This is an optimization exercise on Yosys and OpenROAD, whose aim is small area, a short achievable clock period and few clock cycles per item, not a production implementation.
Where RTL was checked, it was by simulation tests only, not by an equivalence proof against the original.
Power is estimated from default activity; no workload was simulated.

Design rmt_wrapper, start of the top module:
module rmt_wrapper #(
    parameter int unsigned C_S_AXIS_DATA_WIDTH  = 512,
    parameter int unsigned C_S_AXIS_TUSER_WIDTH = 128,
    parameter int unsigned C_M_AXIS_DATA_WIDTH  = 512,
    parameter int unsigned C_S_AXI_DATA_WIDTH   = 32,
    parameter int unsigned C_S_AXI_ADDR_WIDTH   = 12,
    parameter logic [31:0] C_BASEADDR           = 32'h80000000,
    parameter int unsigned PHV_ADDR_WIDTH       = 4
) (
    input  logic                              clk,
    input  logic                              aresetn,
    input  logic [C_S_AXIS_DATA_WIDTH-1:0]    s_axis_tdata,
    input  logic [C_S_AXIS_DATA_WIDTH/8-1:0]  s_axis_tkeep,
    input  logic [C_S_AXIS_TUSER_WIDTH-1:0]   s_axis_tuser,
    input  logic                              s_axis_tvalid,
    output logic                              s_axis_tready,
    input  logic                              s_axis_tlast,
    output logic [C_M_AXIS_DATA_WIDTH-1:0]    m_axis_tdata,
    output logic [C_M_AXIS_DATA_WIDTH/8-1:0]  m_axis_tkeep,
    output logic [C_S_AXIS_TUSER_WIDTH-1:0]   m_axis_tuser,
    output logic                              m_axis_tvalid,
    input  logic                              m_axis_tready,
    output logic                              m_axis_tlast
);
Size: about 3400 cells after synthesis, roughly 1000 flip-flops.
clock: 8.5 ns
lec_check: 0
abc_area: 1
abc_clock_period_in_ps: 3000
cap_margin: 20
core_area: 5 5 485 485
cts_buf_list: sky130_fd_sc_hd__clkbuf_8
cts_cluster_diameter: 60
cts_cluster_size: 16
die_area: 0 0 490 490
place_density: 0.75
setup_slack_margin: 4.8
slew_margin: 20
standard.sh (not shown) runs the stock make flow with config.mk's settings and CLKGATE_MAP_FILE= SYNTH_SCRIPT=/design/flow/synth_recipe.tcl, a recipe that flattens the netlist after the stock synthesis.
==> flow/flow/run.sh <==
#!/bin/bash
# Standard ORFS layout, with the port buffers made from the smallest buffer
# cell instead of the default delay buffer. Full tool output goes to
# flow_standard.log in the work folder.
set -uo pipefail
bash standard.sh 'BUFFER_PORTS_ARGS=-buffer_cell sky130_fd_sc_hd__buf_1' finish > flow_standard.log 2>&1
The baseline finished with antenna violations left.
Then changed:
--- a/flow/design.v
+++ b/flow/design.v
@@ -97,47 +97,22 @@
                 3'd4: act_c = 5'b01000;
                 3'd5: act_c = 5'b10000;
                 default: act_c = 5'd0;
             endcase
         end
     end
-    logic [31:0]       op_a, op_b, res, sum_add, sum_sub;
-    logic [31:0]       ga [6];
-    logic [31:0]       pa [6];
-    logic [31:0]       gs [6];
-    logic [31:0]       ps [6];
+    logic [31:0]       op_a, op_b, res;
     logic [DATA_W-1:0] mod_data_c;
     always_comb begin
-        op_a  = be32(s_axis_tdata, 48);
-        op_b  = be32(s_axis_tdata, 52);
-        ga[0] = op_a & op_b;
-        pa[0] = op_a ^ op_b;
-        gs[0] = op_a & ~op_b;
-        ps[0] = ~pa[0];
-        gs[0][0] = gs[0][0] | ps[0][0];
-        for (int l = 0; l < 5; l++) begin
-            ga[l+1] = ga[l];
-            pa[l+1] = pa[l];
-            gs[l+1] = gs[l];
-            ps[l+1] = ps[l];
-            for (int i = 0; i < 32; i++) begin
-                if (((i >> l) & 1) == 1) begin
-                    ga[l+1][i] = ga[l][i] | (pa[l][i] & ga[l][((i >> l) << l) - 1]);
-                    pa[l+1][i] = pa[l][i] & pa[l][((i >> l) << l) - 1];
-                    gs[l+1][i] = gs[l][i] | (ps[l][i] & gs[l][((i >> l) << l) - 1]);
-                    ps[l+1][i] = ps[l][i] & ps[l][((i >> l) << l) - 1];
-                end
-            end
-        end
-        sum_add = pa[0] ^ {ga[5][30:0], 1'b0};
-        sum_sub = ps[0] ^ {gs[5][30:0], 1'b1};
-        res  = ({32{act_c[0]}} & sum_add) |
-               ({32{act_c[1]}} & sum_sub) |
-               ({32{act_c[2]}} & ga[0]) |
-               ({32{act_c[3]}} & (ga[0] | pa[0])) |
-               ({32{act_c[4]}} & pa[0]);
+        op_a = be32(s_axis_tdata, 48);
+        op_b = be32(s_axis_tdata, 52);
+        res  = ({32{act_c[0]}} & (op_a + op_b)) |
+               ({32{act_c[1]}} & (op_a - op_b)) |
+               ({32{act_c[2]}} & (op_a & op_b)) |
+               ({32{act_c[3]}} & (op_a | op_b)) |
+               ({32{act_c[4]}} & (op_a ^ op_b));
         mod_data_c = s_axis_tdata;
         if (beat0_q && act_c != 5'd0) begin
             for (int i = 0; i < 4; i++)
                 mod_data_c[8*(56 + i) +: 8] = res[8*(3 - i) +: 8];
         end
     end
=> Now the flow finished with timing, DRC and antenna clean. Wire length is about the same. Global-route usage went down by 0.27 points. Power goes down by 2.0%. Register-to-register slack gets worse by 140 ps. Worst setup slack is better by 200 ps. Cell area drops by 1.7%. First-iteration DRC count rose by 18%. Synthesized area increases by 0.42%. Critical path depth came out higher by 1. Fmax came out higher by 5.4%. Clock skew went up by 33 ps.
Testbench counts after the change, summed over its fixed seeds: cycles 9,756, items 9,749.
No functional check of the RTL was part of the first run of this note.

what the ideal ports hide:
In the flow no input, the clock included, has a driving cell. The finished layouts below were timed again as built, in two steps. Step 1, drivers: a clkbuf_16 drives clk and a buf_2 each remaining input, both assumed. Step 2 times the ports against the registers' clock, not the clock port: input delays grow and output delays shrink by t, the midpoint of the rising clock arrivals with the driver on. Three values: no drivers, after step 1, after step 2; two values: the first two.
run | t (ns) | setup WS [ns] | worst setup path after step 2 | worst slew at a driven data input, ns
the first run | 0.967 | 4.531 / 4.529 / 3.631 | input to register | 0.43
the second run | 1.006 | 4.734 / 4.676 / 3.670 | input to register | 0.47
The setup slack of the second run, which loses most, moves by -0.058 ns with the drivers and by -1.064 ns with both steps.
